What follows belongs to an exercise in optimizing a design on an open flow for small area; a production flow would make more cautious choices. Where RTL was checked, it was by simulation tests only, not by an equivalence proof against the original. Only the layout flow was run in runs 5 and 6; the RTL was not checked for function there. Power is estimated from default activity; no workload was simulated.

### flow/design.v
`default_nettype none
package sha256_pkg;
  localparam int word_w = 32;
  localparam int block_w = 512;
  localparam int digest_w = 256;
  localparam int digest_words = digest_w / word_w;
  localparam int num_rounds = 64;
  localparam int sched_depth = 16;
  typedef logic [word_w-1:0] word_t;
  typedef logic [block_w-1:0] block_t;
  typedef union packed {
    logic [digest_w-1:0] flat;
    word_t [0:digest_words-1] words;
  } digest_u;
  localparam logic [digest_w-1:0] hash_init =
    256'h6a09e667bb67ae853c6ef372a54ff53a510e527f9b05688c1f83d9ab5be0cd19;
  localparam logic [num_rounds*word_w-1:0] round_k = {
    32'h428a2f98, 32'h71374491, 32'hb5c0fbcf, 32'he9b5dba5, 32'h3956c25b, 32'h59f111f1,
    32'h923f82a4, 32'hab1c5ed5, 32'hd807aa98, 32'h12835b01, 32'h243185be, 32'h550c7dc3,
    32'h72be5d74, 32'h80deb1fe, 32'h9bdc06a7, 32'hc19bf174, 32'he49b69c1, 32'hefbe4786,
    32'h0fc19dc6, 32'h240ca1cc, 32'h2de92c6f, 32'h4a7484aa, 32'h5cb0a9dc, 32'h76f988da,
    32'h983e5152, 32'ha831c66d, 32'hb00327c8, 32'hbf597fc7, 32'hc6e00bf3, 32'hd5a79147,
    32'h06ca6351, 32'h14292967, 32'h27b70a85, 32'h2e1b2138, 32'h4d2c6dfc, 32'h53380d13,
    32'h650a7354, 32'h766a0abb, 32'h81c2c92e, 32'h92722c85, 32'ha2bfe8a1, 32'ha81a664b,
    32'hc24b8b70, 32'hc76c51a3, 32'hd192e819, 32'hd6990624, 32'hf40e3585, 32'h106aa070,
    32'h19a4c116, 32'h1e376c08, 32'h2748774c, 32'h34b0bcb5, 32'h391c0cb3, 32'h4ed8aa4a,
    32'h5b9cca4f, 32'h682e6ff3, 32'h748f82ee, 32'h78a5636f, 32'h84c87814, 32'h8cc70208,
    32'h90befffa, 32'ha4506ceb, 32'hbef9a3f7, 32'hc67178f2
  };
  function automatic logic [word_w-1:0] rotr(input logic [word_w-1:0] x, input integer n);
    rotr = (x >> n) | (x << (word_w - n));
  endfunction
  function automatic logic [word_w-1:0] ch(input logic [word_w-1:0] x, input logic [word_w-1:0] y, input logic [word_w-1:0] z);
    ch = (x & y) ^ (~x & z);
  endfunction
  function automatic logic [word_w-1:0] maj(input logic [word_w-1:0] x, input logic [word_w-1:0] y, input logic [word_w-1:0] z);
    maj = (x & y) ^ (x & z) ^ (y & z);
  endfunction
  function automatic logic [word_w-1:0] big_sigma0(input logic [word_w-1:0] x);
    big_sigma0 = rotr(x, 2) ^ rotr(x, 13) ^ rotr(x, 22);
  endfunction
  function automatic logic [word_w-1:0] big_sigma1(input logic [word_w-1:0] x);
    big_sigma1 = rotr(x, 6) ^ rotr(x, 11) ^ rotr(x, 25);
  endfunction
  function automatic logic [word_w-1:0] small_sigma0(input logic [word_w-1:0] x);
    small_sigma0 = rotr(x, 7) ^ rotr(x, 18) ^ (x >> 3);
  endfunction
  function automatic logic [word_w-1:0] small_sigma1(input logic [word_w-1:0] x);
    small_sigma1 = rotr(x, 17) ^ rotr(x, 19) ^ (x >> 10);
  endfunction
endpackage
`default_nettype wire
`default_nettype none
module upcoin_top (
  input  logic clk,
  input  logic block_load,
  input  logic sck,
  input  logic sdi,
  output logic sdo,
  output logic done
);
  localparam logic [1:0] st_rx   = 2'd0;
  localparam logic [1:0] st_run  = 2'd1;
  localparam logic [1:0] st_done = 2'd2;
  logic        sck_s1, sck_s2, sck_d;
  logic        sdi_s1, sdi_s2;
  logic        sck_rise, sck_fall;
  logic [3:0]  p;          
  logic [1:0]  st;
  logic [2:0]  rev;        
  logic [3:0]  wi;         
  logic [4:0]  bc;         
  logic [1:0]  pc;         
  logic [1:0]  pb;         
  logic        rx_full;
  logic [7:0]  k;          
  logic        nb;         
  logic [7:0]  kn;
  logic        nb_d;
  sha256_pkg::word_t win [0:15];
  sha256_pkg::word_t a, b, c, d, e, f, g, h;
  assign sck_rise = sck_s2 & ~sck_d;
  assign sck_fall = ~sck_s2 & sck_d;
  always_ff @(posedge clk or negedge block_load) begin
    if (!block_load) begin
      sck_s1 <= 1'b0;
      sck_s2 <= 1'b0;
      sck_d  <= 1'b0;
      sdi_s1 <= 1'b0;
      sdi_s2 <= 1'b0;
    end else begin
      sck_s1 <= sck;
      sck_s2 <= sck_s1;
      sck_d  <= sck_s2;
      sdi_s1 <= sdi;
      sdi_s2 <= sdi_s1;
    end
  end
  logic round, sched, fin, init;
  logic ins, ins_two, ins_last, accept;
  logic [1:0] pc_left;
  assign round = (st == st_run) & ~rev[2];
  assign sched = round & (rev[1:0] != 2'd3);
  assign fin   = (st == st_run) & rev[2] & ~p[3];
  assign init  = (st == st_rx);
  assign accept = sck_rise & ~rx_full & ~((wi == 4'd15) & ({1'b0, bc} + {4'd0, pc} >= 6'd32));
  assign ins     = init & ~rx_full & (p == wi) & (pc != 2'd0);
  assign ins_two = (pc == 2'd2) & (bc != 5'd31);
  assign ins_last = ins & (wi == 4'd15) & ((bc == 5'd31) | (ins_two & (bc == 5'd30)));
  assign pc_left = ins ? (ins_two ? 2'd0 : pc - 2'd1) : pc;
  always_ff @(posedge clk or negedge block_load) begin
    if (!block_load) begin
      p       <= '0;
      st      <= st_rx;
      rev     <= '0;
      wi      <= '0;
      bc      <= '0;
      pc      <= '0;
      pb      <= '0;
      rx_full <= 1'b0;
      k       <= '0;
      done    <= 1'b0;
      sdo     <= 1'b0;
      nb      <= 1'b0;
    end else begin
      p <= p + 4'd1;
      if (ins) begin
        bc <= bc + (ins_two ? 5'd2 : 5'd1);
        if (bc == 5'd31 || (ins_two && bc == 5'd30)) begin
          wi <= wi + 4'd1;
          if (wi == 4'd15) rx_full <= 1'b1;
        end
      end
      if (ins && !ins_two && pc == 2'd2) pb[0] <= pb[1];
      if (accept) begin
        pc <= pc_left + 2'd1;
        if (pc_left == 2'd0) pb[0] <= sdi_s2;
        else                 pb[1] <= sdi_s2;
      end else begin
        pc <= pc_left;
      end
      case (st)
        st_rx: begin
          if ((rx_full || ins_last) && p == 4'd15) st <= st_run;
        end
        st_run: begin
          if (p == 4'd15) rev <= rev + 3'd1;
          if (rev[2] && p == 4'd8) begin
            st   <= st_done;
            done <= 1'b1;
            sdo  <= a[31];
          end
        end
        default: ;
      endcase
      nb <= nb_d;
      if (done && sck_fall) begin
        sdo <= nb_d;
        k   <= k + 8'd1;
      end
    end
  end
  assign kn   = k + 8'd1;
  assign nb_d = (p[2:0] + kn[7:5] == 3'd0) ? a[~kn[4:0]] : nb;
  sha256_pkg::word_t next_word, ins_word, win_in;
  assign next_word = sha256_pkg::small_sigma1(win[14]) + win[9] + sha256_pkg::small_sigma0(win[1]) + win[0];
  assign ins_word  = ins_two ? {win[0][29:0], pb[0], pb[1]} : {win[0][30:0], pb[0]};
  assign win_in    = sched ? next_word : (ins ? ins_word : win[0]);
  always_ff @(posedge clk) begin
    for (int i = 0; i < 15; i++) win[i] <= win[i+1];
    win[15] <= win_in;
  end
  sha256_pkg::word_t kc, hop, hr, x1, t2, a_in, e_in;
  logic [2:0] hi;
  assign hi = ~p[2:0];
  always_comb begin
    if (round)            kc = sha256_pkg::round_k[32*(6'd63 - {rev[1:0], p}) +: 32];
    else if (init || fin) kc = sha256_pkg::hash_init[32*(3'd7 - hi) +: 32];
    else                  kc = '0;
  end
  assign hop  = init  ? '0 : h;
  assign hr   = round ? h  : '0;
  assign x1   = round ? (sha256_pkg::big_sigma1(e) + sha256_pkg::ch(e, f, g) + win[0]) : '0;
  assign t2   = round ? (sha256_pkg::big_sigma0(a) + sha256_pkg::maj(a, b, c)) : '0;
  assign a_in = hop + kc + x1 + t2;
  assign e_in = d + hr + (round ? kc : '0) + x1;
  always_ff @(posedge clk) begin
    a <= a_in;
    b <= a;
    c <= b;
    d <= c;
    e <= e_in;
    f <= e;
    g <= f;
    h <= g;
  end
endmodule
`default_nettype wire
### flow/run.sh
#!/bin/bash
# synth_recipe.tcl (not shown) runs the flow's synth.tcl, then flattens the netlist and writes it again
# the make line also repeats each setting of config.mk as NAME=value (left out here)
make -C /OpenROAD-flow-scripts/flow DESIGN_CONFIG=/design/flow/config.mk WORK_HOME=/design/flow/orfs CLKGATE_MAP_FILE= SYNTH_SCRIPT=/design/flow/synth_recipe.tcl finish
### flow/config.mk
export PLATFORM = sky130hd
export DESIGN_NAME = upcoin_top
export DESIGN_NICKNAME = upcoin_top
export VERILOG_FILES = /design/flow/design.v
export SDC_FILE = /design/flow/constraint.sdc
export NUM_CORES = 4
export LEC_CHECK = 0
export CAP_MARGIN = 20
export CORE_MARGIN = 2
export CORE_UTILIZATION = 40
export SLEW_MARGIN = 20
### flow/constraint.sdc
create_clock -name core_clock -period 10.0 [get_ports {clk}]
set_input_delay 2.0000 -clock core_clock [delete_from_list [all_inputs] [get_ports {clk}]]
set_output_delay 2.0000 -clock core_clock [all_outputs]
set_load 0.01 [all_outputs]
==> results of run 1 <==
==> kinds of logic after synthesis <==
group | after synthesis | synth area share
AOI/OAI and AO/OA | 728 | 0.125
xor gates and xnor gates | 418 | 0.0973
adders and majority gates | 434 | 0.186
buffers and inverters | 473 | 0.0473
DFF | 807 | 0.435
muxes | 61 | 0.0206
and+or+nand+nor | 715 | 0.0891
==> worst max-delay path, delay by kind of cell (launching register included) <==
family	cells	cell delay, ns
AO/OA/AOI/OAI	13	3.57
adder cells (fa/ha/maj)	5	2.06
flip-flops	1	0.46
XOR/XNOR	2	0.41
AND/OR/NAND/NOR	4	0.37
buffers and inverters	4	0.31
multiplexers	1	0.21
==> layer usage <==
layer / track usage / up-vias / wire length, um
li1: - / 12099 / -
met1: 0.307 / 12560 / 48600
met2: 0.340 / 817 / 46800
met3: 0.0331 / 188 / 6750
met4: 0.0823 / 0 / 3960
met5: 0 / - / 0
==> final timing paths <==
path	from	end	slack (ns)	depth (start not counted)
worst max-delay path	e[13]	a[29]	2.51	29
worst min-delay path	win[2][7]	win[1][7]	0.32	0
worst max register to register	e[13]	a[29]	2.51	29
worst min register to register	win[2][7]	win[1][7]	0.32	0
max in group asynchronous	block_load	rev[0]	8.28	2
min in group asynchronous	block_load	k[4]	1.24	1
==> power by group through the flow <==
stage / registers [uW] / clock network [uW] / logic [uW]
finish: 3330 / 3190 / 122
global route: 3330 / 3380 / 142
CTS: 3330 / 3250 / 122
detailed placement: 3400 / 0 / 120
global placement: 3400 / 0 / 118
floorplan: 3390 / 0 / 88.5
==> stage by stage <==
stage               cell area (um^2)  hold WS [ns]
floorplan                      37600         0.310
global placement               38900         0.310
detailed placement             38900         0.312
CTS                            41800         0.316
global route                   41800         0.323
finish                         41800         0.317
==> final cells by class <==
class	count	area, um^2	area share
flip-flops and latches	807	16400	0.391
well taps	1254	1570	0.0375
multi-input cells	2356	19500	0.467
repair buffers	34	275	0.00658
clock buffers	108	2300	0.0550
diodes	1	2.50	0.0000599
inverters	332	1250	0.0298
clock inverters	38	538	0.0129
==> layout by cell type, fill, tap and decap left out, types with 32 or more instances in the layout <==
cell type	instances
nand2_1	266
o211ai_1	76
xnor2_1	331
o21ai_0	158
xor2_1	87
dfxtp_1	768
dfrtp_1	35
ha_1	181
nor3_1	46
and2_1	49
fa_1	221
clkbuf_16	80
mux2i_1	37
nand2b_1	41
inv_1	329
nand3_1	50
a21oi_1	199
maj3_1	32
nor2_1	151
a21o_1	63
==> registers in the layout (all words and copies together), names as in the netlist, 8 cells and up <==
signal / flops
e: 32
a: 32
b: 32
g: 32
c: 32
h: 32
f: 32
win: 512
d: 32
k: 8
==> key figures, run 1 <==
Min path
  • Hold Crit Class: reg -> reg

Worst setup path
  • Startpoint types: flop
  • Critical Path Max Stage Delay: 0.65 ns
  • CP endpoint kind: flop
  • Worst Path Max Fanout: 5
  • Worst EP arrival: 8.00 ns
  • Crit-path slowest cell: a2111oi_0
  • Data required, critical path: 10.51 ns
  • Crit path top cell by count: inv_1
  • Critical path type: reg -> reg

Pwr
  • Switching share of power: 0.218
  • Tot Pwr: 6630 uW
  • Leak: 0.0182 uW
  • Power per Cell Area: 159 nW/um^2
  • Clock power frac: 0.480
  • Combinational power share: 0.018
  • Maximum vdd drop: 123 uV
  • NetSw: 1450 uW
  • P_int: 5190 uW
  • Reg power frac: 0.501

Drt
  • Wire per inst: 21.5 um
  • Antenna viol nets, final: 0
  • DR vias/cell: 5.21
  • Total wire length: 106,000 um
  • Drt first pass iters: 6
  • Vias: 25.7k
  • Drt initial violations: 2,308
  • Post-route DRC: 0

Floorplan
  • Die Width: 311 um
  • Core Area: 93,300 um^2
  • Starting density of the core: 0.403
  • Die ar.: 96,500 um^2
  • Rows: 112
  • # IOs: 6
  • DIE HEIGHT: 311 um

Synth
  • Synth area leader: dfxtp_1
  • Post-Syn Area: 37,600 um^2
  • Top FF cell, synth: dfxtp_1
  • Top-area cell type share of the netlist area: 0.409
  • Syn. warnings: 2
  • Most frequent cell after synthesis: dfxtp_1
  • Syn Nets: 4,042
  • Avg Cell Area, Syn: 10.3 um^2
  • Synth top area cells: dfxtp_1 41%, fa_1 12%, xnor2_1 7.7%, ha_1 6.0%, inv_1 3.3%
  • Synth Instances: 3,636
  • Commonest cells in the synthesized netlist: 768 x dfxtp_1, 331 x xnor2_1, 329 x inv_1
  • Library cells used by synthesis: 80
  • Sequential element share of the synthesized area: 0.435
  • Post-synth EDFFs: 0
  • Yosys reg bits: 807
  • Post-synth ARST share: 0.0483

Timing
  • Pins over their slew limit: 0
  • Period Utilization, post-route: 0.749
  • Worst slew pin tran: 1.13 ns
  • Peak Freq: 134 MHz
  • Unrepaired setup endpoints after global routing: false
  • Final min period: 7.49 ns
  • Final Hold Viols: 0
  • Final setup vio count: 0
  • Slew margin rel.: 0.240
  • Clock skew: 0.0244 ns
  • Worst Slack Setup Final: 2.51 ns
  • Setup TNS: 0 ns

Finish
  • Layout cells sized above 1: 0.0612
  • Layout area overhead: 11.1%
  • Non-Filler Instances: 4,930
  • Filler cells: 8,869
  • Final core occ: 0.448
  • Fin nets: 4,016

GRT
  • Antenna violations before repair: 2
  • Global route overflow: 0
  • Tot GR Track Use: 0.219
  • Largest net degree at the start of global routing: 75
  • First-pass GRT wire length: 159,000 um
  • Vias in the first global route: 25.2k

Placement
  • Place WS: 2.51 ns
  • Routability Congestion: 0.978
  • Placed Cells: 4,782
  • Dpl hpwl: 82,300 um
  • IO Port Bufs: 5

Clock tree
  • Max Root-Sink Buffers: 3
  • TritonCTS Buffers: 79
  • CTS Sinks: 807
  • Latest clock arrival within the worst-skew pair: 0.65 ns
  • CTS tree: built
  • Resized Gates After CTS: 0
  • Hold buffers post-CTS: 0
  • Root Driver: clkbuf_16
  • H-tree levels: 3
  • Post-CTS Setup Inserts: 0
  • Clock slew seen by the registers of the worst setup and hold paths: 0.07 ns

Status
  • Status: complete, no violations

Flow run
  • Max Cap Viol: 0
==> run 2, diff against run 1 <==
--- a/flow/design.v
+++ b/flow/design.v
@@ -48,4 +48,25 @@
   function automatic logic [word_w-1:0] small_sigma1(input logic [word_w-1:0] x);
     small_sigma1 = rotr(x, 17) ^ rotr(x, 19) ^ (x >> 10);
+  endfunction
+  function automatic logic [2*word_w-1:0] csa(input logic [word_w-1:0] x, input logic [word_w-1:0] y, input logic [word_w-1:0] z);
+    csa = {x ^ y ^ z, ((x & y) | (x & z) | (y & z)) << 1};
+  endfunction
+  function automatic logic [word_w-1:0] add(input logic [word_w-1:0] x, input logic [word_w-1:0] y);
+    logic [word_w-1:0] gg, pp;
+    gg = x & y;
+    pp = x ^ y;
+    for (int l = 1; l < word_w; l = l * 2) begin
+      for (int i = 2 * l - 1; i < word_w; i = i + 2 * l) begin
+        gg[i] = gg[i] | (pp[i] & gg[i-l]);
+        pp[i] = pp[i] & pp[i-l];
+      end
+    end
+    for (int l = word_w / 4; l >= 1; l = l / 2) begin
+      for (int i = 3 * l - 1; i < word_w; i = i + 2 * l) begin
+        gg[i] = gg[i] | (pp[i] & gg[i-l]);
+        pp[i] = pp[i] & pp[i-l];
+      end
+    end
+    add = x ^ y ^ {gg[word_w-2:0], 1'b0};
   endfunction
 endpackage
@@ -164,5 +185,8 @@
   assign nb_d = (p[2:0] + kn[7:5] == 3'd0) ? a[~kn[4:0]] : nb;
   sha256_pkg::word_t next_word, ins_word, win_in;
-  assign next_word = sha256_pkg::small_sigma1(win[14]) + win[9] + sha256_pkg::small_sigma0(win[1]) + win[0];
+  sha256_pkg::word_t n1, n2, n3, n4;
+  assign {n1, n2}  = sha256_pkg::csa(sha256_pkg::small_sigma1(win[14]), win[9], sha256_pkg::small_sigma0(win[1]));
+  assign {n3, n4}  = sha256_pkg::csa(n1, n2, win[0]);
+  assign next_word = sha256_pkg::add(n3, n4);
   assign ins_word  = ins_two ? {win[0][29:0], pb[0], pb[1]} : {win[0][30:0], pb[0]};
   assign win_in    = sched ? next_word : (ins ? ins_word : win[0]);
@@ -171,7 +195,8 @@
     win[15] <= win_in;
   end
-  sha256_pkg::word_t kc, hop, hr, x1, t2, a_in, e_in;
+  sha256_pkg::word_t kc, dg, u1, v1, m1, m2, q1, q2, e1, e2, a1, a2, a3, a4;
+  sha256_pkg::word_t a_rnd, a_in, e_in;
   logic [2:0] hi;
-  assign hi = ~p[2:0];
+  assign hi = 3'd3 - p[2:0];
   always_comb begin
     if (round)            kc = sha256_pkg::round_k[32*(6'd63 - {rev[1:0], p}) +: 32];
@@ -179,10 +204,14 @@
     else                  kc = '0;
   end
-  assign hop  = init  ? '0 : h;
-  assign hr   = round ? h  : '0;
-  assign x1   = round ? (sha256_pkg::big_sigma1(e) + sha256_pkg::ch(e, f, g) + win[0]) : '0;
-  assign t2   = round ? (sha256_pkg::big_sigma0(a) + sha256_pkg::maj(a, b, c)) : '0;
-  assign a_in = hop + kc + x1 + t2;
-  assign e_in = d + hr + (round ? kc : '0) + x1;
+  assign dg = init ? '0 : d;
+  assign {u1, v1} = sha256_pkg::csa(sha256_pkg::big_sigma1(e), sha256_pkg::ch(e, f, g), win[0]);
+  assign {m1, m2} = sha256_pkg::csa(h, u1, v1);
+  assign {q1, q2} = sha256_pkg::csa(m1 & {32{round}}, m2 & {32{round}}, kc);
+  assign {e1, e2} = sha256_pkg::csa(dg, q1, q2);
+  assign {a1, a2} = sha256_pkg::csa(q1, q2, sha256_pkg::big_sigma0(a));
+  assign {a3, a4} = sha256_pkg::csa(a1, a2, sha256_pkg::maj(a, b, c));
+  assign e_in  = sha256_pkg::add(e1, e2);
+  assign a_rnd = sha256_pkg::add(a3, a4);
+  assign a_in  = round ? a_rnd : h;
   always_ff @(posedge clk) begin
     a <= a_in;
==> key figures, run 2 <==
Synth
  • Yosys reg bits: 807 (unchanged)
  • Most frequent cell after synthesis: dfxtp_1 (unchanged)
  • Post-synth ARST share: 0.0483 (unchanged)
  • Simple-gate area share of the yosys netlist: 0.0684 (was 0.0891)
  • Commonest cells in the synthesized netlist: 768 x dfxtp_1, 289 x fa_1, 281 x nand2_1 (was 768 x dfxtp_1, 331 x xnor2_1, 329 x inv_1)
  • Synth area leader: dfxtp_1 (unchanged)
  • Syn. warnings: 2 (unchanged)
  • Syn Nets: 3,445 (was 4,042)
  • Synth top area cells: dfxtp_1 44%, fa_1 17%, xnor2_1 6.0%, ha_1 4.3%, nand2_1 3.0% (was dfxtp_1 41%, fa_1 12%, xnor2_1 7.7%, ha_1 6.0%, inv_1 3.3%)
  • Sequential element share of the synthesized area: 0.473 (was 0.435)
  • Largest family of logic cells by synthesized area: adder cells (unchanged)
  • Multiplexer share of the synthesized area: 0.0255 (was 0.0206)
  • Top FF cell, synth: dfxtp_1 (unchanged)
  • Top-area cell type share of the netlist area: 0.444 (was 0.409)
  • Library cells used by synthesis: 68 (was 80)
  • Synth Instances: 3,032 (was 3,636)
  • Post-Synth Adder-Cell Area: 0.217 (was 0.186)
  • Post-synth EDFFs: 0 (unchanged)
  • Synth Area in Compound Gates: 0.0918 (was 0.125)
  • Xor and xnor fraction of the mapped netlist area: 0.0853 (was 0.0973)
  • Avg Cell Area, Syn: 11.4 um^2 (was 10.3 um^2)
  • Post-Syn Area: 34,600 um^2 (was 37,600 um^2)

Finish
  • Filler cells: 8,061 (was 8,869)
  • Design area: 38,600 um^2 (was 41,800 um^2)
  • Diodes inserted: 0 (was 1)
  • Max reg flops: 512 (unchanged)
  • Layout area overhead: 11.6% (was 11.1%)
  • Most frequent cells in the layout: 768 x dfxtp_1, 289 x fa_1, 281 x nand2_1 (was 768 x dfxtp_1, 331 x xnor2_1, 329 x inv_1)
  • Largest Register: win (unchanged)
  • Fin nets: 3,433 (was 4,016)
  • Layout cells sized above 1: 0.0691 (was 0.0612)
  • Most common cell after layout, fill and taps aside: dfxtp_1 (unchanged)

GRT
  • First-pass GRT wire length: 143,000 um (was 159,000 um)
  • Global route overflow: 0 (unchanged)
  • Vias in the first global route: 22.2k (was 25.2k)
  • Largest net degree at the start of global routing: 78 (was 75)
  • Antenna violations before repair: 4 (was 2)
  • Tot GR Track Use: 0.216 (was 0.219)

Worst setup path
  • Crit path top cell by count: fa_1 (was inv_1)
  • CP endpoint kind: flop (unchanged)
  • Critical path type: reg -> reg (unchanged)
  • Crit-path slowest cell: ha_1 (was a2111oi_0)
  • R2R cell count: 28 (was 29)
  • Worst setup path endpoint: a[31] (was a[29])
  • Startpoint types: flop (unchanged)
  • Worst EP arrival: 8.86 ns (was 8.00 ns)
  • R2R Path End: a[31] (was a[29])
  • Data required, critical path: 10.51 ns (about the same)
  • Worst Path Max Fanout: 18 (was 5)
  • Critical Path Max Stage Delay: 0.76 ns (was 0.65 ns)
  • Reg-to-reg slack, setup: 1.64 ns (was 2.51 ns)
  • Worst R2R Start: p[0] (was e[13])
  • Crit path from: p[0] (was e[13])

Floorplan
  • DIE HEIGHT: 298 um (was 311 um)
  • Starting density of the core: 0.405 (was 0.403)
  • # IOs: 6 (unchanged)
  • Core Area: 85,400 um^2 (was 93,300 um^2)
  • Die Width: 298 um (was 311 um)
  • Die ar.: 88,900 um^2 (was 96,500 um^2)
  • Rows: 107 (was 112)

Placement
  • Dpl cell area: 35,800 um^2 (was 38,900 um^2)
  • Dpl hpwl: 71,900 um (was 82,300 um)
  • IO Port Bufs: 5 (unchanged)
  • Routability Congestion: 1.00 (was 0.978)

Pwr
  • Combinational power share: 0.020 (was 0.018)
  • Clock power frac: 0.473 (was 0.480)
  • Leak: 0.0165 uW (was 0.0182 uW)
  • Reg power frac: 0.507 (was 0.501)
  • Switching share of power: 0.223 (was 0.218)
  • P_int: 5100 uW (was 5190 uW)
  • Power per Cell Area: 170 nW/um^2 (was 159 nW/um^2)
  • Maximum vdd drop: 170 uV (was 123 uV)
  • Tot Pwr: 6560 uW (was 6630 uW)
  • NetSw: 1470 uW (was 1450 uW)

Timing
  • Slew margin rel.: 0.201 (was 0.240)
  • Clock skew: 0.0497 ns (was 0.0244 ns)
  • Setup TNS: 0 ns (unchanged)
  • Worst hold slack: 0.311 ns (was 0.317 ns)
  • Worst slew pin tran: 1.19 ns (was 1.13 ns)
  • Peak Freq: 120 MHz (was 134 MHz)
  • Final Hold Viols: 0 (unchanged)
  • Unrepaired setup endpoints after global routing: false (unchanged)
  • Pins over their slew limit: 0 (unchanged)
  • Final min period: 8.36 ns (was 7.49 ns)
  • Period Utilization, post-route: 0.836 (was 0.749)
  • Final setup vio count: 0 (unchanged)

Drt
  • Drt initial violations: 1,934 (was 2,308)
  • DR vias/cell: 5.14 (was 5.21)
  • Vias: 21.7k (was 25.7k)
  • Wire per inst: 22.4 um (was 21.5 um)
  • Antenna viol nets, final: 0 (unchanged)
  • Total wire length: 94,900 um (was 106,000 um)
  • Post-route DRC: 0 (unchanged)
  • Drt first pass iters: 6 (unchanged)

Clock tree
  • Hold buffers post-CTS: 0 (unchanged)
  • Max Root-Sink Buffers: 3 (unchanged)
  • Clock slew seen by the registers of the worst setup and hold paths: 0.06 ns (was 0.07 ns)
  • CTS tree: built (unchanged)
  • Post-CTS Setup Inserts: 0 (unchanged)
  • TritonCTS Buffers: 81 (was 79)
  • Resized Gates After CTS: 0 (unchanged)
  • Latest clock arrival within the worst-skew pair: 0.68 ns (was 0.65 ns)
  • H-tree levels: 3 (unchanged)
  • Root Driver: clkbuf_16 (unchanged)
  • CTS Sinks: 807 (unchanged)

Min path
  • Hold Crit Class: reg -> reg (unchanged)

Flow run
  • Max Cap Viol: 0 (unchanged)

Status
  • Status: complete, no violations (unchanged)
run 2: critical path: cells and delay by family, from the launching register on:
kind | cells | cell delay [ns]
compound gates | 11 | 2.39
xor+xnor | 3 | 0.50
fa+ha+maj | 6 | 2.93
buf+inv | 3 | 0.48
flops | 1 | 0.32
mux | 1 | 0.20
simple gates | 4 | 1.35
run 2: metal layers:
layer | vias to the layer above | share of wire | global-route usage
met5 | - | 0.00014 | 0
met3 | 156 | 0.069 | 0.0409
met2 | 721 | 0.45 | 0.334
met4 | 2 | 0.029 | 0.0725
li1 | 9912 | - | -
met1 | 10929 | 0.45 | 0.304
run 2: worst min path at each step:
| stage | start | endpoint | slack, ns | cells past startpoint |
|---|---|---|---|---|
| after detailed placement | win[13][30] | win[12][30] | 0.31 | 0 |
| after CTS | win[15][31] | win[14][31] | 0.31 | 0 |
| after global placement | win[7][6] | win[6][6] | 0.31 | 0 |
| after floorplan | win[11][0] | win[10][0] | 0.31 | 0 |
| after global routing | win[4][1] | win[3][1] | 0.31 | 0 |
| final | win[15][31] | win[14][31] | 0.31 | 0 |
run 2: cell type report:
cell class,instances,area [um^2],area share
Multi-Input combinational cell,1865,16900,0.437
Clock buffer,109,2300,0.0596
Timing Repair Buffer,28,243,0.00628
Tap cell,1144,1430,0.0371
Clock inverter,37,510,0.0132
Inverter,237,890,0.0230
Sequential cell,807,16400,0.424
run 2: kinds of logic (layout without fill, tap and decap cells):
kind of cell / count (synthesis) / count (layout)
compound gates: 504 / 504
xor+xnor: 337 / 337
fa+ha+maj: 430 / 430
buf+inv: 360 / 411
flops: 807 / 807
mux: 64 / 64
simple gates: 530 / 530
run 2: through the flow:
step | utilization | cells | worst slack (ns)
6_report | 0.452 | 4227 | 1.64
5_1_grt | 0.452 | 4227 | 1.20
4_1_cts | 0.452 | 4227 | 1.71
3_5_place_dp | 0.419 | 4081 | 1.73
3_3_place_gp | 0.419 | 4081 | 1.81
2_1_floorplan | - | 3032 | 3.14
run 2: power groups by stage:
stage	logic, uW	registers [uW]	clock network [uW]
global placement	128	3400	0
CTS	131	3330	3180
floorplan	91.6	3390	0
detailed placement	131	3400	0
global route	147	3330	3310
finish	130	3330	3110
==> run 3, diff against run 2 <==
--- a/flow/design.v
+++ b/flow/design.v
@@ -81,19 +81,13 @@
   output logic done
 );
-  localparam logic [1:0] st_rx   = 2'd0;
-  localparam logic [1:0] st_run  = 2'd1;
-  localparam logic [1:0] st_done = 2'd2;
   logic        sck_s1, sck_s2, sck_d;
   logic        sdi_s1, sdi_s2;
   logic        sck_rise, sck_fall;
   logic [3:0]  p;          
-  logic [1:0]  st;
+  logic        run;        
   logic [2:0]  rev;        
-  logic [3:0]  wi;         
-  logic [4:0]  bc;         
+  logic [8:0]  cnt;        
   logic [1:0]  pc;         
   logic [1:0]  pb;         
-  logic        rx_full;
-  logic [7:0]  k;          
   logic        nb;         
   logic [7:0]  kn;
@@ -108,12 +102,8 @@
       sck_s2 <= 1'b0;
       sck_d  <= 1'b0;
-      sdi_s1 <= 1'b0;
-      sdi_s2 <= 1'b0;
     end else begin
       sck_s1 <= sck;
       sck_s2 <= sck_s1;
       sck_d  <= sck_s2;
-      sdi_s1 <= sdi;
-      sdi_s2 <= sdi_s1;
     end
   end
@@ -121,66 +111,51 @@
   logic ins, ins_two, ins_last, accept;
   logic [1:0] pc_left;
-  assign round = (st == st_run) & ~rev[2];
+  logic [9:0] cnt_next;
+  assign init  = ~run & ~done;
+  assign round = run & ~rev[2];
   assign sched = round & (rev[1:0] != 2'd3);
-  assign fin   = (st == st_run) & rev[2] & ~p[3];
-  assign init  = (st == st_rx);
-  assign accept = sck_rise & ~rx_full & ~((wi == 4'd15) & ({1'b0, bc} + {4'd0, pc} >= 6'd32));
-  assign ins     = init & ~rx_full & (p == wi) & (pc != 2'd0);
-  assign ins_two = (pc == 2'd2) & (bc != 5'd31);
-  assign ins_last = ins & (wi == 4'd15) & ((bc == 5'd31) | (ins_two & (bc == 5'd30)));
-  assign pc_left = ins ? (ins_two ? 2'd0 : pc - 2'd1) : pc;
+  assign fin   = run & rev[2] & ~p[3];
+  assign accept   = sck_rise & ~((cnt[8:5] == 4'd15) & ({1'b0, cnt[4:0]} + {4'd0, pc} >= 6'd32));
+  assign ins      = init & (p == cnt[8:5]) & (pc != 2'd0);
+  assign ins_two  = (pc == 2'd2) & (cnt[4:0] != 5'd31);
+  assign cnt_next = {1'b0, cnt} + {8'd0, ins & ins_two, (ins & ~ins_two) | (done & sck_fall)};
+  assign ins_last = ins & cnt_next[9];
+  assign pc_left  = ins ? (ins_two ? 2'd0 : pc - 2'd1) : pc;
   always_ff @(posedge clk or negedge block_load) begin
     if (!block_load) begin
-      p       <= '0;
-      st      <= st_rx;
-      rev     <= '0;
-      wi      <= '0;
-      bc      <= '0;
-      pc      <= '0;
-      pb      <= '0;
-      rx_full <= 1'b0;
-      k       <= '0;
-      done    <= 1'b0;
-      sdo     <= 1'b0;
-      nb      <= 1'b0;
+      p    <= '0;
+      run  <= 1'b0;
+      rev  <= '0;
+      cnt  <= '0;
+      pc   <= '0;
+      done <= 1'b0;
+      sdo  <= 1'b0;
     end else begin
-      p <= p + 4'd1;
-      if (ins) begin
-        bc <= bc + (ins_two ? 5'd2 : 5'd1);
-        if (bc == 5'd31 || (ins_two && bc == 5'd30)) begin
-          wi <= wi + 4'd1;
-          if (wi == 4'd15) rx_full <= 1'b1;
+      p   <= p + 4'd1;
+      cnt <= cnt_next[8:0];
+      pc  <= pc_left + {1'b0, accept};
+      if (ins_last) run <= 1'b1;
+      if (run) begin
+        if (p == 4'd15) rev <= rev + 3'd1;
+        if (rev[2] && p == 4'd8) begin
+          run  <= 1'b0;
+          done <= 1'b1;
+          sdo  <= a[31];
         end
       end
-      if (ins && !ins_two && pc == 2'd2) pb[0] <= pb[1];
-      if (accept) begin
-        pc <= pc_left + 2'd1;
-        if (pc_left == 2'd0) pb[0] <= sdi_s2;
-        else                 pb[1] <= sdi_s2;
-      end else begin
-        pc <= pc_left;
-      end
-      case (st)
-        st_rx: begin
-          if ((rx_full || ins_last) && p == 4'd15) st <= st_run;
-        end
-        st_run: begin
-          if (p == 4'd15) rev <= rev + 3'd1;
-          if (rev[2] && p == 4'd8) begin
-            st   <= st_done;
-            done <= 1'b1;
-            sdo  <= a[31];
-          end
-        end
-        default: ;
-      endcase
-      nb <= nb_d;
-      if (done && sck_fall) begin
-        sdo <= nb_d;
-        k   <= k + 8'd1;
-      end
-    end
-  end
-  assign kn   = k + 8'd1;
+      if (done && sck_fall) sdo <= nb_d;
+    end
+  end
+  always_ff @(posedge clk) begin
+    sdi_s1 <= sdi;
+    sdi_s2 <= sdi_s1;
+    nb     <= nb_d;
+    if (ins && !ins_two && pc == 2'd2) pb[0] <= pb[1];
+    if (accept) begin
+      if (pc_left == 2'd0) pb[0] <= sdi_s2;
+      else                 pb[1] <= sdi_s2;
+    end
+  end
+  assign kn   = cnt[7:0] + 8'd1;
   assign nb_d = (p[2:0] + kn[7:5] == 3'd0) ? a[~kn[4:0]] : nb;
   sha256_pkg::word_t next_word, ins_word, win_in;
--- a/flow/config.mk
+++ b/flow/config.mk
@@ -9,3 +9,6 @@
 export CORE_MARGIN = 2
 export CORE_UTILIZATION = 40
+export CTS_BUF_LIST = sky130_fd_sc_hd__clkbuf_16
+export CTS_CLUSTER_DIAMETER = 100
+export CTS_CLUSTER_SIZE = 30
 export SLEW_MARGIN = 20
==> key figures, run 3 <==
Drt
  • Drt first pass iters: 7 (was 6)
  • Vias: 21.2k (was 21.7k)
  • Antenna viol nets, final: 0 (unchanged)
  • Post-route DRC: 0 (unchanged)
  • Total wire length: 90,400 um (was 94,900 um)
  • DR vias/cell: 5.13 (was 5.14)
  • Wire per inst: 21.8 um (was 22.4 um)
  • Drt initial violations: 1,998 (was 1,934)

Synth
  • Commonest cells in the synthesized netlist: 772 x dfxtp_1, 289 x fa_1, 240 x inv_1 (was 768 x dfxtp_1, 289 x fa_1, 281 x nand2_1)
  • Post-synth EDFFs: 1 (was 0)
  • Synth top area cells: dfxtp_1 45%, fa_1 17%, xnor2_1 6.0%, ha_1 4.4%, inv_1 2.6% (was dfxtp_1 44%, fa_1 17%, xnor2_1 6.0%, ha_1 4.3%, nand2_1 3.0%)
  • Top FF cell, synth: dfxtp_1 (unchanged)
  • Synth area leader: dfxtp_1 (unchanged)
  • Sequential element share of the synthesized area: 0.469 (was 0.473)
  • Syn Nets: 3,445 (unchanged)
  • Yosys reg bits: 797 (was 807)
  • Post-Syn Area: 34,300 um^2 (was 34,600 um^2)
  • Library cells used by synthesis: 69 (was 68)
  • Top-area cell type share of the netlist area: 0.451 (was 0.444)
  • Most frequent cell after synthesis: dfxtp_1 (unchanged)
  • Synth Instances: 3,032 (unchanged)
  • Avg Cell Area, Syn: 11.3 um^2 (was 11.4 um^2)
  • Syn. warnings: 2 (unchanged)
  • Post-synth ARST share: 0.0301 (was 0.0483)

Floorplan
  • # IOs: 6 (unchanged)
  • Starting density of the core: 0.404 (was 0.405)
  • Core Area: 85,000 um^2 (was 85,400 um^2)
  • Rows: 107 (unchanged)
  • Die Width: 297 um (was 298 um)
  • DIE HEIGHT: 297 um (was 298 um)
  • Die ar.: 88,100 um^2 (was 88,900 um^2)

Finish
  • Fin nets: 3,394 (was 3,433)
  • Layout cells sized above 1: 0.0434 (was 0.0691)
  • Layout area overhead: 6.82% (was 11.6%)
  • Max reg flops: 512 (unchanged)
  • Final core occ: 0.431 (was 0.452)
  • Most frequent cells in the layout: 772 x dfxtp_1, 289 x fa_1, 243 x inv_1 (was 768 x dfxtp_1, 289 x fa_1, 281 x nand2_1)
  • Most common cell after layout, fill and taps aside: dfxtp_1 (unchanged)
  • Filler cells: 8,033 (was 8,061)
  • Largest Register: win (unchanged)

Worst setup path
  • Critical Path Max Stage Delay: 0.62 ns (was 0.76 ns)
  • Critical path type: reg -> reg (unchanged)
  • Worst EP arrival: 8.62 ns (was 8.86 ns)
  • Startpoint types: flop (unchanged)
  • Data required, critical path: 10.46 ns (was 10.51 ns)
  • Crit-path slowest cell: fa_1 (was ha_1)
  • CP endpoint kind: flop (unchanged)
  • Worst Path Max Fanout: 13 (was 18)

Pwr
  • Power per Cell Area: 142 nW/um^2 (was 170 nW/um^2)
  • Switching share of power: 0.229 (was 0.223)
  • P_int: 4020 uW (was 5100 uW)
  • Leak: 0.0154 uW (was 0.0165 uW)
  • Combinational power share: 0.046 (was 0.020)
  • Tot Pwr: 5220 uW (was 6560 uW)
  • Maximum vdd drop: 146 uV (was 170 uV)
  • NetSw: 1200 uW (was 1470 uW)
  • Reg power frac: 0.629 (was 0.507)
  • Clock power frac: 0.326 (was 0.473)

Min path
  • Hold Crit Class: reg -> reg (unchanged)

Clock tree
  • Latest clock arrival within the worst-skew pair: 0.62 ns (was 0.68 ns)
  • H-tree levels: 2 (was 3)
  • Post-CTS Setup Inserts: 0 (unchanged)
  • CTS tree: built (unchanged)
  • Hold buffers post-CTS: 0 (unchanged)
  • Clock slew seen by the registers of the worst setup and hold paths: 0.12 ns (was 0.06 ns)
  • TritonCTS Buffers: 35 (was 81)
  • Resized Gates After CTS: 0 (unchanged)
  • Root Driver: clkbuf_16 (unchanged)
  • Max Root-Sink Buffers: 3 (unchanged)
  • CTS Sinks: 797 (was 807)

GRT
  • Largest net degree at the start of global routing: 103 (was 78)
  • Antenna violations before repair: 5 (was 4)
  • Global route overflow: 0 (unchanged)
  • Tot GR Track Use: 0.206 (was 0.216)
  • First-pass GRT wire length: 136,000 um (was 143,000 um)
  • Vias in the first global route: 21.0k (was 22.2k)

Timing
  • Setup TNS: 0 ns (unchanged)
  • Pins over their slew limit: 0 (unchanged)
  • Clock skew: 0.0414 ns (was 0.0497 ns)
  • Final Hold Viols: 0 (unchanged)
  • Final setup vio count: 0 (unchanged)
  • Peak Freq: 123 MHz (was 120 MHz)
  • Slew margin rel.: 0.324 (was 0.201)
  • Worst slew pin tran: 1.01 ns (was 1.19 ns)
  • Period Utilization, post-route: 0.815 (was 0.836)
  • Final min period: 8.15 ns (was 8.36 ns)
  • Unrepaired setup endpoints after global routing: false (unchanged)

Status
  • Status: complete, no violations (unchanged)

Placement
  • IO Port Bufs: 5 (unchanged)
  • Dpl hpwl: 70,200 um (was 71,900 um)
  • Routability Congestion: 0.939 (was 1.00)

Flow run
  • Max Cap Viol: 0 (unchanged)
run 3: cell count changes after synthesis, moves of 7 or more:
cell	delta
a21o_1	-13
a21oi_1	+27
a311o_1	-17
and2_1	-7
dfrtp_1	-15
nand2_1	-59
nand2b_1	+27
nor2_1	+40
nor3_1	+14
o211ai_1	+22
o21ai_0	-18
o311ai_0	+10
or3_1	-21
run 3: worst max-delay path, delay by kind of cell (launching register included):
family / cells / cell delay [ns]
xor gates and xnor gates: 4 / 0.63
adders and majority gates: 6 / 2.82
AOI/OAI and AO/OA: 14 / 3.12
and+or+nand+nor: 1 / 0.33
DFF: 1 / 0.38
buffers and inverters: 3 / 0.72
run 3: per-layer routing:
| metal | GRT usage | up-vias | routed length, um |
|---|---|---|---|
| met5 | 0 | - | 0 |
| met4 | 0.0694 | 0 | 3360 |
| li1 | - | 9800 | - |
| met3 | 0.0315 | 154 | 5760 |
| met2 | 0.311 | 719 | 39100 |
| met1 | 0.300 | 10573 | 42200 |
run 3: cells by family after synthesis:
group                      after synthesis  synth area share
and+or+nand+nor                        531            0.0696
muxes                                   62            0.0239
AOI/OAI and AO/OA                      518            0.0948
xor gates and xnor gates               329            0.0840
buffers and inverters                  365            0.0403
DFF                                    797             0.469
adders and majority gates              430             0.219
run 3: cell type report:
type | instances | area, um^2 | share of cell area
well taps | 1144 | 1430 | 0.0391
diodes | 1 | 2.50 | 0.0000683
repair buffers | 36 | 295 | 0.00806
inverters | 241 | 905 | 0.0247
clock inverters | 16 | 185 | 0.00505
flip-flops and latches | 797 | 16100 | 0.439
multi-input cells | 1870 | 16900 | 0.460
clock buffers | 35 | 876 | 0.0239
run 3: power groups by stage:
stage / Sequential [uW] / Clock, uW / Combinational [uW]
after floorplan: 3330 / 0 / 185
after global placement: 3350 / 0 / 231
after detailed placement: 3360 / 0 / 232
after CTS: 3280 / 1760 / 233
after global routing: 3290 / 1860 / 259
final: 3280 / 1700 / 238
run 3: through the flow:
stage	setup WS [ns]	instances	hold WS, ns	instance area, um^2
2_1_floorplan	2.86	3032	0.310	34300
3_3_place_gp	2.01	4088	0.310	35600
3_5_place_dp	1.96	4088	0.312	35600
4_1_cts	1.95	4139	0.310	36600
5_1_grt	1.56	4139	0.310	36600
6_report	1.85	4140	0.318	36600
run 3: worst paths after layout:
path                              from     endpoint  slack [ns]  cells past startpoint
max in group asynchronous   block_load         p[2]        7.92                      2
setup reg to reg                  p[1]        a[31]        1.85                     28
min in group asynchronous   block_load        pc[1]        1.74                      2
setup / recovery                  p[1]        a[31]        1.85                     28
hold reg to reg            win[15][18]  win[14][18]        0.32                      0
hold / removal             win[15][18]  win[14][18]        0.32                      0
==> run 4, diff against run 3 <==
--- a/flow/config.mk
+++ b/flow/config.mk
@@ -9,6 +9,3 @@
 export CORE_MARGIN = 2
 export CORE_UTILIZATION = 40
-export CTS_BUF_LIST = sky130_fd_sc_hd__clkbuf_16
-export CTS_CLUSTER_DIAMETER = 100
-export CTS_CLUSTER_SIZE = 30
 export SLEW_MARGIN = 20
==> key figures, run 4 <==
Pwr
  • Clock power frac: 0.475 (was 0.326)
  • Leak: 0.0162 uW (was 0.0154 uW)
  • P_int: 5240 uW (was 4020 uW)
  • Switching share of power: 0.220 (was 0.229)
  • Reg power frac: 0.489 (was 0.629)
  • NetSw: 1480 uW (was 1200 uW)
  • Combinational power share: 0.035 (was 0.046)
  • Power per Cell Area: 175 nW/um^2 (was 142 nW/um^2)
  • Maximum vdd drop: 136 uV (was 146 uV)

Timing
  • Worst slew pin tran: 1.04 ns (was 1.01 ns)
  • Period Utilization, post-route: 0.811 (was 0.815)
  • Worst hold slack: 0.299 ns (was 0.318 ns)
  • Setup TNS: 0 ns (unchanged)
  • Clock skew: 0.0531 ns (was 0.0414 ns)
  • Slew margin rel.: 0.310 (was 0.324)
  • Unrepaired setup endpoints after global routing: false (unchanged)
  • Final min period: 8.11 ns (was 8.15 ns)
  • Final setup vio count: 0 (unchanged)
  • Peak Freq: 123 MHz (about the same)
  • Pins over their slew limit: 0 (unchanged)
  • Final Hold Viols: 0 (unchanged)

Worst setup path
  • Critical path type: reg -> reg (unchanged)
  • Critical Path Max Stage Delay: 0.58 ns (was 0.62 ns)
  • Startpoint types: flop (unchanged)
  • Worst R2R Start: p[1] (unchanged)
  • CP endpoint kind: flop (unchanged)
  • Worst Path Max Fanout: 13 (unchanged)
  • Crit path from: p[1] (unchanged)
  • Crit-path slowest cell: ha_1 (was fa_1)
  • Data required, critical path: 10.51 ns (was 10.46 ns)
  • Worst EP arrival: 8.63 ns (was 8.62 ns)
  • Crit path top cell by count: fa_1

Clock tree
  • Post-CTS Setup Inserts: 0 (unchanged)
  • Resized Gates After CTS: 0 (unchanged)
  • Latest clock arrival within the worst-skew pair: 0.66 ns (was 0.62 ns)
  • CTS tree: built (unchanged)
  • Hold buffers post-CTS: 0 (unchanged)
  • H-tree levels: 3 (was 2)
  • Root Driver: clkbuf_16 (unchanged)
  • CTS Sinks: 797 (unchanged)
  • Max Root-Sink Buffers: 3 (unchanged)
  • Clock slew seen by the registers of the worst setup and hold paths: 0.06 ns (was 0.12 ns)
  • TritonCTS Buffers: 80 (was 35)

Drt
  • Vias: 21.6k (was 21.2k)
  • DR vias/cell: 5.12 (was 5.13)
  • Drt first pass iters: 7 (unchanged)
  • Wire per inst: 21.7 um (was 21.8 um)
  • Post-route DRC: 0 (unchanged)
  • Drt initial violations: 2,111 (was 1,998)
  • Total wire length: 91,900 um (was 90,400 um)
  • Antenna viol nets, final: 0 (unchanged)

Floorplan
  • Core Area: 85,000 um^2 (unchanged)
  • # IOs: 6 (unchanged)
  • Die Width: 297 um (unchanged)
  • DIE HEIGHT: 297 um (unchanged)
  • Rows: 107 (unchanged)
  • Die ar.: 88,100 um^2 (unchanged)
  • Starting density of the core: 0.404 (unchanged)

Placement
  • Dpl hpwl: 70,200 um (unchanged)
  • Routability Congestion: 0.939 (unchanged)
  • Dpl cell area: 35,600 um^2 (unchanged)
  • IO Port Bufs: 5 (unchanged)

Synth
  • Yosys reg bits: 797 (unchanged)
  • Commonest cells in the synthesized netlist: 772 x dfxtp_1, 289 x fa_1, 240 x inv_1 (unchanged)
  • Top FF cell, synth: dfxtp_1 (unchanged)
  • Post-Syn Area: 34,300 um^2 (unchanged)
  • Post-synth EDFFs: 1 (unchanged)
  • Avg Cell Area, Syn: 11.3 um^2 (unchanged)
  • Library cells used by synthesis: 69 (unchanged)
  • Syn. warnings: 2 (unchanged)
  • Post-synth ARST share: 0.0301 (unchanged)
  • Synth Instances: 3,032 (unchanged)
  • Syn Nets: 3,445 (unchanged)
  • Most frequent cell after synthesis: dfxtp_1 (unchanged)
  • Sequential element share of the synthesized area: 0.469 (unchanged)
  • Synth top area cells: dfxtp_1 45%, fa_1 17%, xnor2_1 6.0%, ha_1 4.4%, inv_1 2.6% (unchanged)
  • Top-area cell type share of the netlist area: 0.451 (unchanged)
  • Synth area leader: dfxtp_1 (unchanged)

Finish
  • Most common cell after layout, fill and taps aside: dfxtp_1 (unchanged)
  • Max reg flops: 512 (unchanged)
  • Area of the multi-input gates: 16,900 um^2 (unchanged)
  • FF+latch area: 16,100 um^2 (unchanged)
  • Final core occ: 0.453 (was 0.431)
  • Largest Register: win (unchanged)
  • Design area: 38,500 um^2 (was 36,600 um^2)
  • Fin nets: 3,439 (was 3,394)
  • Filler cells: 7,858 (was 8,033)
  • Most frequent cells in the layout: 772 x dfxtp_1, 289 x fa_1, 240 x inv_1 (was 772 x dfxtp_1, 289 x fa_1, 243 x inv_1)
  • Layout cells sized above 1: 0.0707 (was 0.0434)
  • Layout area overhead: 12.2% (was 6.82%)

Flow run
  • Max Cap Viol: 0 (unchanged)

Status
  • Status: complete, no violations (unchanged)

Min path
  • Hold Crit Start: win[10][16] (was win[15][18])
  • Hold Crit Class: reg -> reg (unchanged)

GRT
  • Vias in the first global route: 21.7k (was 21.0k)
  • Global route overflow: 0 (unchanged)
  • Tot GR Track Use: 0.210 (was 0.206)
  • First-pass GRT wire length: 138,000 um (was 136,000 um)
  • Antenna violations before repair: 4 (was 5)
  • Largest net degree at the start of global routing: 103 (unchanged)
==> run 4: worst paths after layout <==
kind / endpoint / slack [ns] / cells past startpoint
min in group asynchronous: sck_s1 / 1.72 / 2
setup / recovery: a[31] / 1.89 / 26
hold reg to reg: win[9][16] / 0.30 / 0
hold / removal: win[9][16] / 0.30 / 0
max in group asynchronous: p[2] / 7.95 / 2
setup reg to reg: a[31] / 1.89 / 26
==> run 4: per-layer routing <==
metal | track usage | part of all wire | vias up
met3 | 0.0390 | 0.070 | 191
met5 | 0 | 0 | -
met2 | 0.317 | 0.44 | 837
met1 | 0.298 | 0.46 | 10678
li1 | - | - | 9936
met4 | 0.0823 | 0.040 | 0
==> run 4: area by class of cell <==
class	count	area share
multi-input combinational	1870	0.438
timing repair buffer	36	0.00767
antenna	2	0.000130
clock buffer	103	0.0590
inverter	241	0.0235
tap	1144	0.0372
sequential	797	0.418
clock inverter	37	0.0161
==> run 4: critical path: cells and delay by family (launching register included) <==
family	cells	cell delay, ns
fa+ha+maj	6	2.79
compound gates	9	2.21
simple gates	3	0.76
buf+inv	3	0.72
xor+xnor	4	0.63
mux	1	0.51
flops	1	0.37
==> run 4: logic make-up (layout without fill, tap and decap cells) <==
logic type	Yosys count	in the layout	share of synthesized area
flip-flops	797	797	0.469
AND/OR/NAND/NOR	531	531	0.0696
AO/OA/AOI/OAI	518	518	0.0948
adder cells (fa/ha/maj)	430	430	0.219
buffers and inverters	365	417	0.0403
XOR/XNOR	329	329	0.0840
multiplexers	62	62	0.0239
other	0	2	0
==> run 4: metrics by stage <==
stage / power [uW] / cells / setup slack, ns
after detailed placement: 3590 / 4088 / 1.96
after global routing: 6940 / 4228 / 1.57
after floorplan: 3520 / 3032 / 2.86
after CTS: 6780 / 4228 / 1.98
after global placement: 3580 / 4088 / 2.01
final: 6710 / 4230 / 1.89
==> run 4: power groups by stage <==
stage / Sequential, uW / Clock (uW) / Combinational [uW]
3_3_place_gp: 3350 / 0 / 231
5_1_grt: 3290 / 3390 / 259
3_5_place_dp: 3360 / 0 / 232
2_1_floorplan: 3330 / 0 / 185
6_report: 3280 / 3190 / 238
4_1_cts: 3290 / 3260 / 233
==> run 5, diff against run 4 <==
--- a/flow/design.v
+++ b/flow/design.v
@@ -81,6 +81,6 @@
   output logic done
 );
-  logic        sck_s1, sck_s2, sck_d;
-  logic        sdi_s1, sdi_s2;
+  logic        sck_s1, sck_s2;
+  logic        sdi_s1;
   logic        sck_rise, sck_fall;
   logic [3:0]  p;          
@@ -89,5 +89,5 @@
   logic [8:0]  cnt;        
   logic [1:0]  pc;         
-  logic [1:0]  pb;         
+  logic [2:0]  pb;         
   logic        nb;         
   logic [7:0]  kn;
@@ -95,19 +95,17 @@
   sha256_pkg::word_t win [0:15];
   sha256_pkg::word_t a, b, c, d, e, f, g, h;
-  assign sck_rise = sck_s2 & ~sck_d;
-  assign sck_fall = ~sck_s2 & sck_d;
+  assign sck_rise = sck_s1 & ~sck_s2;
+  assign sck_fall = ~sck_s1 & sck_s2;
   always_ff @(posedge clk or negedge block_load) begin
     if (!block_load) begin
       sck_s1 <= 1'b0;
       sck_s2 <= 1'b0;
-      sck_d  <= 1'b0;
     end else begin
       sck_s1 <= sck;
       sck_s2 <= sck_s1;
-      sck_d  <= sck_s2;
     end
   end
   logic round, sched, fin, init;
-  logic ins, ins_two, ins_last, accept;
+  logic ins, ins_last, accept;
   logic [1:0] pc_left;
   logic [9:0] cnt_next;
@@ -117,9 +115,8 @@
   assign fin   = run & rev[2] & ~p[3];
   assign accept   = sck_rise & ~((cnt[8:5] == 4'd15) & ({1'b0, cnt[4:0]} + {4'd0, pc} >= 6'd32));
-  assign ins      = init & (p == cnt[8:5]) & (pc != 2'd0);
-  assign ins_two  = (pc == 2'd2) & (cnt[4:0] != 5'd31);
-  assign cnt_next = {1'b0, cnt} + {8'd0, ins & ins_two, (ins & ~ins_two) | (done & sck_fall)};
+  assign ins      = init & (p == cnt[8:5]) & pc[1];
+  assign cnt_next = {1'b0, cnt} + {8'd0, ins, done & sck_fall};
   assign ins_last = ins & cnt_next[9];
-  assign pc_left  = ins ? (ins_two ? 2'd0 : pc - 2'd1) : pc;
+  assign pc_left  = ins ? {1'b0, pc[0]} : pc;
   always_ff @(posedge clk or negedge block_load) begin
     if (!block_load) begin
@@ -149,11 +146,7 @@
   always_ff @(posedge clk) begin
     sdi_s1 <= sdi;
-    sdi_s2 <= sdi_s1;
     nb     <= nb_d;
-    if (ins && !ins_two && pc == 2'd2) pb[0] <= pb[1];
-    if (accept) begin
-      if (pc_left == 2'd0) pb[0] <= sdi_s2;
-      else                 pb[1] <= sdi_s2;
-    end
+    if (ins) pb[0] <= pb[2];
+    if (accept) pb[pc_left] <= sdi_s1;
   end
   assign kn   = cnt[7:0] + 8'd1;
@@ -164,5 +157,5 @@
   assign {n3, n4}  = sha256_pkg::csa(n1, n2, win[0]);
   assign next_word = sha256_pkg::add(n3, n4);
-  assign ins_word  = ins_two ? {win[0][29:0], pb[0], pb[1]} : {win[0][30:0], pb[0]};
+  assign ins_word  = {win[0][29:0], pb[0], pb[1]};
   assign win_in    = sched ? next_word : (ins ? ins_word : win[0]);
   always_ff @(posedge clk) begin
--- a/flow/config.mk
+++ b/flow/config.mk
@@ -9,3 +9,6 @@
 export CORE_MARGIN = 2
 export CORE_UTILIZATION = 40
+export CTS_BUF_LIST = sky130_fd_sc_hd__clkbuf_16
+export CTS_CLUSTER_DIAMETER = 60
+export CTS_CLUSTER_SIZE = 30
 export SLEW_MARGIN = 20
==> key figures, run 5 <==
Synth
  • Post-synth EDFFs: 2 (was 1)
  • Library cells used by synthesis: 67 (was 69)
  • Most frequent cell after synthesis: dfxtp_1 (unchanged)
  • Sequential element share of the synthesized area: 0.473 (was 0.469)
  • Post-synth ARST share: 0.0289 (was 0.0301)
  • Avg Cell Area, Syn: 11.5 um^2 (was 11.3 um^2)
  • Syn Nets: 3,369 (was 3,445)
  • Yosys reg bits: 796 (was 797)
  • Top-area cell type share of the netlist area: 0.454 (was 0.451)
  • Top FF cell, synth: dfxtp_1 (unchanged)
  • Post-Syn Area: 34,000 um^2 (was 34,300 um^2)
  • Synth top area cells: dfxtp_1 45%, fa_1 17%, xnor2_1 5.7%, ha_1 4.6%, xor2_1 2.7% (was dfxtp_1 45%, fa_1 17%, xnor2_1 6.0%, ha_1 4.4%, inv_1 2.6%)
  • Syn. warnings: 2 (unchanged)
  • Synth Instances: 2,950 (was 3,032)
  • Synth area leader: dfxtp_1 (unchanged)
  • Commonest cells in the synthesized netlist: 771 x dfxtp_1, 289 x fa_1, 243 x inv_1 (was 772 x dfxtp_1, 289 x fa_1, 240 x inv_1)

Worst setup path
  • Reg-to-reg slack, setup: 1.89 ns (about the same)
  • CP endpoint kind: flop (unchanged)
  • Critical path type: reg -> reg (unchanged)
  • Critical Path Max Stage Delay: 0.74 ns (was 0.58 ns)
  • R2R Path End: a[31] (unchanged)
  • Crit path top cell by count: fa_1 (unchanged)
  • Largest delay share family, worst path: adder cells (unchanged)
  • Data required, critical path: 10.51 ns (about the same)
  • WP depth: 26 (unchanged)
  • Crit-path slowest cell: nor2_1 (was ha_1)
  • Startpoint types: flop (unchanged)
  • Worst R2R Start: p[0] (was p[1])
  • R2R cell count: 26 (unchanged)
  • Worst Path Max Fanout: 23 (was 13)
  • Worst EP arrival: 8.62 ns (was 8.63 ns)
  • Buf/Inv on CP: 3 (unchanged)

Status
  • Status: complete, no violations (unchanged)

Min path
  • WHS Endpoint: win[9][20] (was win[9][16])
  • Hold Crit Class: reg -> reg (unchanged)
  • Hold Crit Start: win[10][20] (was win[10][16])
  • Hold Path Depth: 0 (unchanged)

Clock tree
  • CTS tree: built (unchanged)
  • Max Root-Sink Buffers: 3 (unchanged)
  • CTS Sinks: 796 (was 797)
  • Post-CTS Setup Inserts: 0 (unchanged)
  • Latest clock arrival within the worst-skew pair: 0.68 ns (was 0.66 ns)
  • H-tree levels: 2 (was 3)
  • Resized Gates After CTS: 0 (unchanged)
  • TritonCTS Buffers: 55 (was 80)
  • Root Driver: clkbuf_16 (unchanged)
  • Hold buffers post-CTS: 0 (unchanged)
  • Clock slew seen by the registers of the worst setup and hold paths: 0.10 ns (was 0.06 ns)

Placement
  • Dpl cell area: 35,200 um^2 (was 35,600 um^2)
  • Dpl hpwl: 69,000 um (was 70,200 um)
  • IO Port Bufs: 5 (unchanged)
  • Routability Congestion: 0.987 (was 0.939)

Finish
  • Most common cell after layout, fill and taps aside: dfxtp_1 (unchanged)
  • Fin nets: 3,340 (was 3,439)
  • Layout cells sized above 1: 0.0553 (was 0.0707)
  • Max reg flops: 512 (unchanged)
  • Design area: 37,300 um^2 (was 38,500 um^2)
  • Filler cells: 7,716 (was 7,858)
  • Most frequent cells in the layout: 771 x dfxtp_1, 289 x fa_1, 243 x inv_1 (was 772 x dfxtp_1, 289 x fa_1, 240 x inv_1)
  • Layout area overhead: 9.64% (was 12.2%)
  • Largest Register: win (unchanged)

Timing
  • Clock skew: 0.100 ns (was 0.0531 ns)
  • Pins over their slew limit: 0 (unchanged)
  • Worst slew pin tran: 1.07 ns (was 1.04 ns)
  • Final Hold Viols: 0 (unchanged)
  • Unrepaired setup endpoints after global routing: false (unchanged)
  • Setup TNS: 0 ns (unchanged)
  • Period Utilization, post-route: 0.811 (about the same)
  • Final setup vio count: 0 (unchanged)
  • Peak Freq: 123 MHz (about the same)
  • Final min period: 8.11 ns (about the same)
  • Slew margin rel.: 0.288 (was 0.310)

GRT
  • Global route overflow: 0 (unchanged)
  • First-pass GRT wire length: 134,000 um (was 138,000 um)
  • Tot GR Track Use: 0.209 (was 0.210)
  • Vias in the first global route: 20.5k (was 21.7k)
  • Largest net degree at the start of global routing: 109 (was 103)
  • Antenna violations before repair: 2 (was 4)

Floorplan
  • Core Area: 84,000 um^2 (was 85,000 um^2)
  • Die ar.: 87,300 um^2 (was 88,100 um^2)
  • # IOs: 6 (unchanged)
  • Die Width: 296 um (was 297 um)
  • Starting density of the core: 0.405 (was 0.404)
  • DIE HEIGHT: 296 um (was 297 um)
  • Rows: 106 (was 107)

Pwr
  • Maximum vdd drop: 161 uV (was 136 uV)
  • Power per Cell Area: 155 nW/um^2 (was 175 nW/um^2)
  • Leak: 0.0159 uW (was 0.0162 uW)

Drt
  • Antenna viol nets, final: 0 (unchanged)
  • Vias: 20.7k (was 21.6k)
  • Total wire length: 89,400 um (was 91,900 um)
  • Drt initial violations: 2,141 (was 2,111)
  • Post-route DRC: 0 (unchanged)
  • Wire per inst: 21.8 um (was 21.7 um)
  • DR vias/cell: 5.04 (was 5.12)
  • Drt first pass iters: 7 (unchanged)

Flow run
  • Max Cap Viol: 0 (unchanged)
[run 5: power by group]
part	internal, uW	switching [uW]
clock	1150	1330
sequential	3200	20.4
combinational	44.7	44.9
[run 5: area by class of cell]
type,count,area [um^2],share of cell area
diodes,1,2.50,0.0000672
clock buffers,55,1380,0.0369
clock inverters,45,678,0.0182
inverters,243,912,0.0245
multi-input cells,1803,16600,0.446
flip-flops and latches,796,16100,0.431
well taps,1134,1420,0.0381
repair buffers,22,198,0.00530
[run 5: layer usage]
metal | vias to the layer above | track usage | share of wire
met5 | - | 0 | 0
met4 | 0 | 0.0582 | 0.029
met3 | 145 | 0.0314 | 0.068
met2 | 722 | 0.320 | 0.44
met1 | 10224 | 0.307 | 0.46
li1 | 9576 | - | -
[run 5: through the flow]
step / worst slack (ns) / power [uW] / cells / utilization / hold slack, ns
finish: 1.89 / 5790 / 4099 / 0.444 / 0.313
detailed placement: 1.98 / 3380 / 3998 / 0.419 / 0.312
global placement: 2.06 / 3380 / 3998 / 0.419 / 0.310
floorplan: 2.82 / 3350 / 2950 / - / 0.310
global route: 1.45 / 5980 / 4098 / 0.444 / 0.315
CTS: 2.03 / 5850 / 4098 / 0.444 / 0.309
[run 5: cells by family (layout without fill, tap and decap cells)]
| logic type | Yosys count | in the layout | synth area share |
|---|---|---|---|
| flops | 796 | 796 | 0.473 |
| simple gates | 496 | 496 | 0.0670 |
| compound gates | 482 | 482 | 0.0861 |
| fa+ha+maj | 432 | 432 | 0.222 |
| buf+inv | 351 | 365 | 0.0395 |
| xor+xnor | 329 | 329 | 0.0852 |
| mux | 64 | 64 | 0.0279 |
| other cells | 0 | 1 | 0 |
[run 5: worst max path at each step]
stage                     start  slack, ns     to
after global routing       p[0]       1.45  a[31]
final                      p[0]       1.89  a[31]
after floorplan            p[1]       2.82  a[31]
after CTS                  p[0]       2.03  a[31]
after detailed placement   p[0]       1.98  a[31]
after global placement     p[0]       2.06  a[31]
==> run 6, diff against run 5 <==
--- a/flow/config.mk
+++ b/flow/config.mk
@@ -10,5 +10,5 @@
 export CORE_UTILIZATION = 40
 export CTS_BUF_LIST = sky130_fd_sc_hd__clkbuf_16
-export CTS_CLUSTER_DIAMETER = 60
-export CTS_CLUSTER_SIZE = 30
+export CTS_CLUSTER_DIAMETER = 80
+export CTS_CLUSTER_SIZE = 26
 export SLEW_MARGIN = 20
==> key figures, run 6 <==
Status
  • Status: complete, no violations (unchanged)

Clock tree
  • Clock slew seen by the registers of the worst setup and hold paths: 0.10 ns (about the same)
  • CTS Sinks: 796 (unchanged)
  • CTS tree: built (unchanged)
  • Resized Gates After CTS: 0 (unchanged)
  • TritonCTS Buffers: 44 (was 55)
  • Latest clock arrival within the worst-skew pair: 0.65 ns (was 0.68 ns)
  • Post-CTS Setup Inserts: 0 (unchanged)

Floorplan
  • DIE HEIGHT: 296 um (unchanged)
  • Die Width: 296 um (unchanged)
  • Core Area: 84,000 um^2 (unchanged)
  • Die ar.: 87,300 um^2 (unchanged)
  • Rows: 106 (unchanged)

Drt
  • Total wire length: 89,500 um (was 89,400 um)
  • Drt first pass iters: 8 (was 7)
  • Drt initial violations: 2,154 (was 2,141)
  • DR vias/cell: 5.05 (was 5.04)

Worst setup path
  • WP depth: 26 (unchanged)
  • Startpoint types: flop (unchanged)
  • Buf/Inv on CP: 3 (unchanged)
  • Largest delay share family, worst path: adder cells (unchanged)
  • Crit path top cell by count: fa_1 (unchanged)

Synth
  • Synth area leader: dfxtp_1 (unchanged)
  • Syn Nets: 3,369 (unchanged)
  • Syn. warnings: 2 (unchanged)
  • Post-synth ARST share: 0.0289 (unchanged)
  • Post-synth EDFFs: 2 (unchanged)
  • Post-Syn Area: 34,000 um^2 (unchanged)
  • Sequential element share of the synthesized area: 0.473 (unchanged)
  • Most frequent cell after synthesis: dfxtp_1 (unchanged)

Pwr
  • NetSw: 1190 uW (was 1400 uW)
  • Clock power frac: 0.380 (was 0.429)
  • Combinational power share: 0.017 (was 0.015)
  • Switching share of power: 0.222 (was 0.241)
  • Reg power frac: 0.603 (was 0.556)

Placement
  • Routability Congestion: 0.987 (unchanged)
  • IO Port Bufs: 5 (unchanged)

Timing
  • Clock skew: 0.0664 ns (was 0.100 ns)
  • Peak Freq: 122 MHz (was 123 MHz)
  • Slew margin rel.: 0.288 (about the same)
  • Setup TNS: 0 ns (unchanged)
  • Final setup vio count: 0 (unchanged)
  • Final min period: 8.18 ns (was 8.11 ns)

Finish
  • Filler cells: 7,774 (was 7,716)
  • Layout area overhead: 7.88% (was 9.64%)
  • Max reg flops: 512 (unchanged)
  • Most frequent cells in the layout: 771 x dfxtp_1, 289 x fa_1, 248 x inv_1 (was 771 x dfxtp_1, 289 x fa_1, 243 x inv_1)

GRT
  • Largest net degree at the start of global routing: 109 (unchanged)
  • Global route overflow: 0 (unchanged)
run 6: routing by layer:
metal  vias to the layer above  track usage  share of wire
met3                       137       0.0338          0.067
met2                       658        0.315           0.43
met1                     10205        0.306           0.47
li1                       9523            -              -
met5                         -            0              0
met4                         0       0.0645          0.031
run 6: final timing paths:
| kind | start | end | slack [ns] |
|---|---|---|---|
| min in group asynchronous | block_load | pc[0] | 1.34 |
| hold / removal | win[12][13] | win[11][13] | 0.30 |
| setup / recovery | p[0] | a[31] | 1.82 |
| hold reg to reg | win[12][13] | win[11][13] | 0.30 |
| max in group asynchronous | block_load | p[3] | 8.21 |
| setup reg to reg | p[0] | a[31] | 1.82 |
run 6: layout make-up:
class / instances / area (um^2) / area share
Inverter: 243 / 912 / 0.0249
Sequential cell: 796 / 16100 / 0.438
Multi-Input combinational cell: 1803 / 16600 / 0.453
Timing Repair Buffer: 22 / 198 / 0.00539
Clock buffer: 44 / 1100 / 0.0300
Clock inverter: 24 / 357 / 0.00973
Tap cell: 1134 / 1420 / 0.0387
run 6: stage by stage:
step / instances / setup WS (ns) / hold slack, ns
CTS: 4066 / 2.01 / 0.297
global route: 4066 / 1.43 / 0.310
global placement: 3998 / 2.06 / 0.310
floorplan: 2950 / 2.82 / 0.310
detailed placement: 3998 / 1.98 / 0.312
finish: 4066 / 1.82 / 0.305
run 6: cells by family after synthesis:
family	Yosys count	share of synthesized area
AO/OA/AOI/OAI	482	0.0861
flip-flops	796	0.473
buffers and inverters	351	0.0395
multiplexers	64	0.0279
adder cells (fa/ha/maj)	432	0.222
AND/OR/NAND/NOR	496	0.0670
XOR/XNOR	329	0.0852
run 6: power by group through the flow:
stage	clock, uW	sequential (uW)	combinational (uW)
2_1_floorplan	0	3280	72.8
3_3_place_gp	0	3290	87.1
3_5_place_dp	0	3290	89.4
4_1_cts	2080	3220	89.5
5_1_grt	2200	3220	96.2
6_report	2030	3220	89.3

==> what the ideal ports hide <==
The results above use ideal ports. As a check the final layouts listed here were re-extracted and re-timed, cells and wires unchanged.
Step 1, drivers: a clkbuf_16 drives clk and a buf_2 each remaining input, both assumed.
Step 2 times the ports against the registers' clock, not the clock port: input delays grow and output delays shrink by t, the midpoint of the rising clock arrivals with the driver on.
Three values: ideal, step 1, step 2; two values: the first two.
run	shift t [ns]	slack for setup (ns)	worst setup path after step 2	cell pins on the clock port's net
run 1	0.700	2.510 / 2.510 / 2.510	register to register	1
run 2	0.722	1.644 / 1.644 / 1.644	register to register	1
run 3	0.663	1.846 / 1.846 / 1.846	register to register	1
run 4	0.699	1.886 / 1.886 / 1.886	register to register	1
run 5	0.692	1.892 / 1.892 / 1.892	register to register	1
run 6	0.677	1.822 / 1.822 / 1.822	register to register	1
After both steps setup and hold are still met in every run listed.
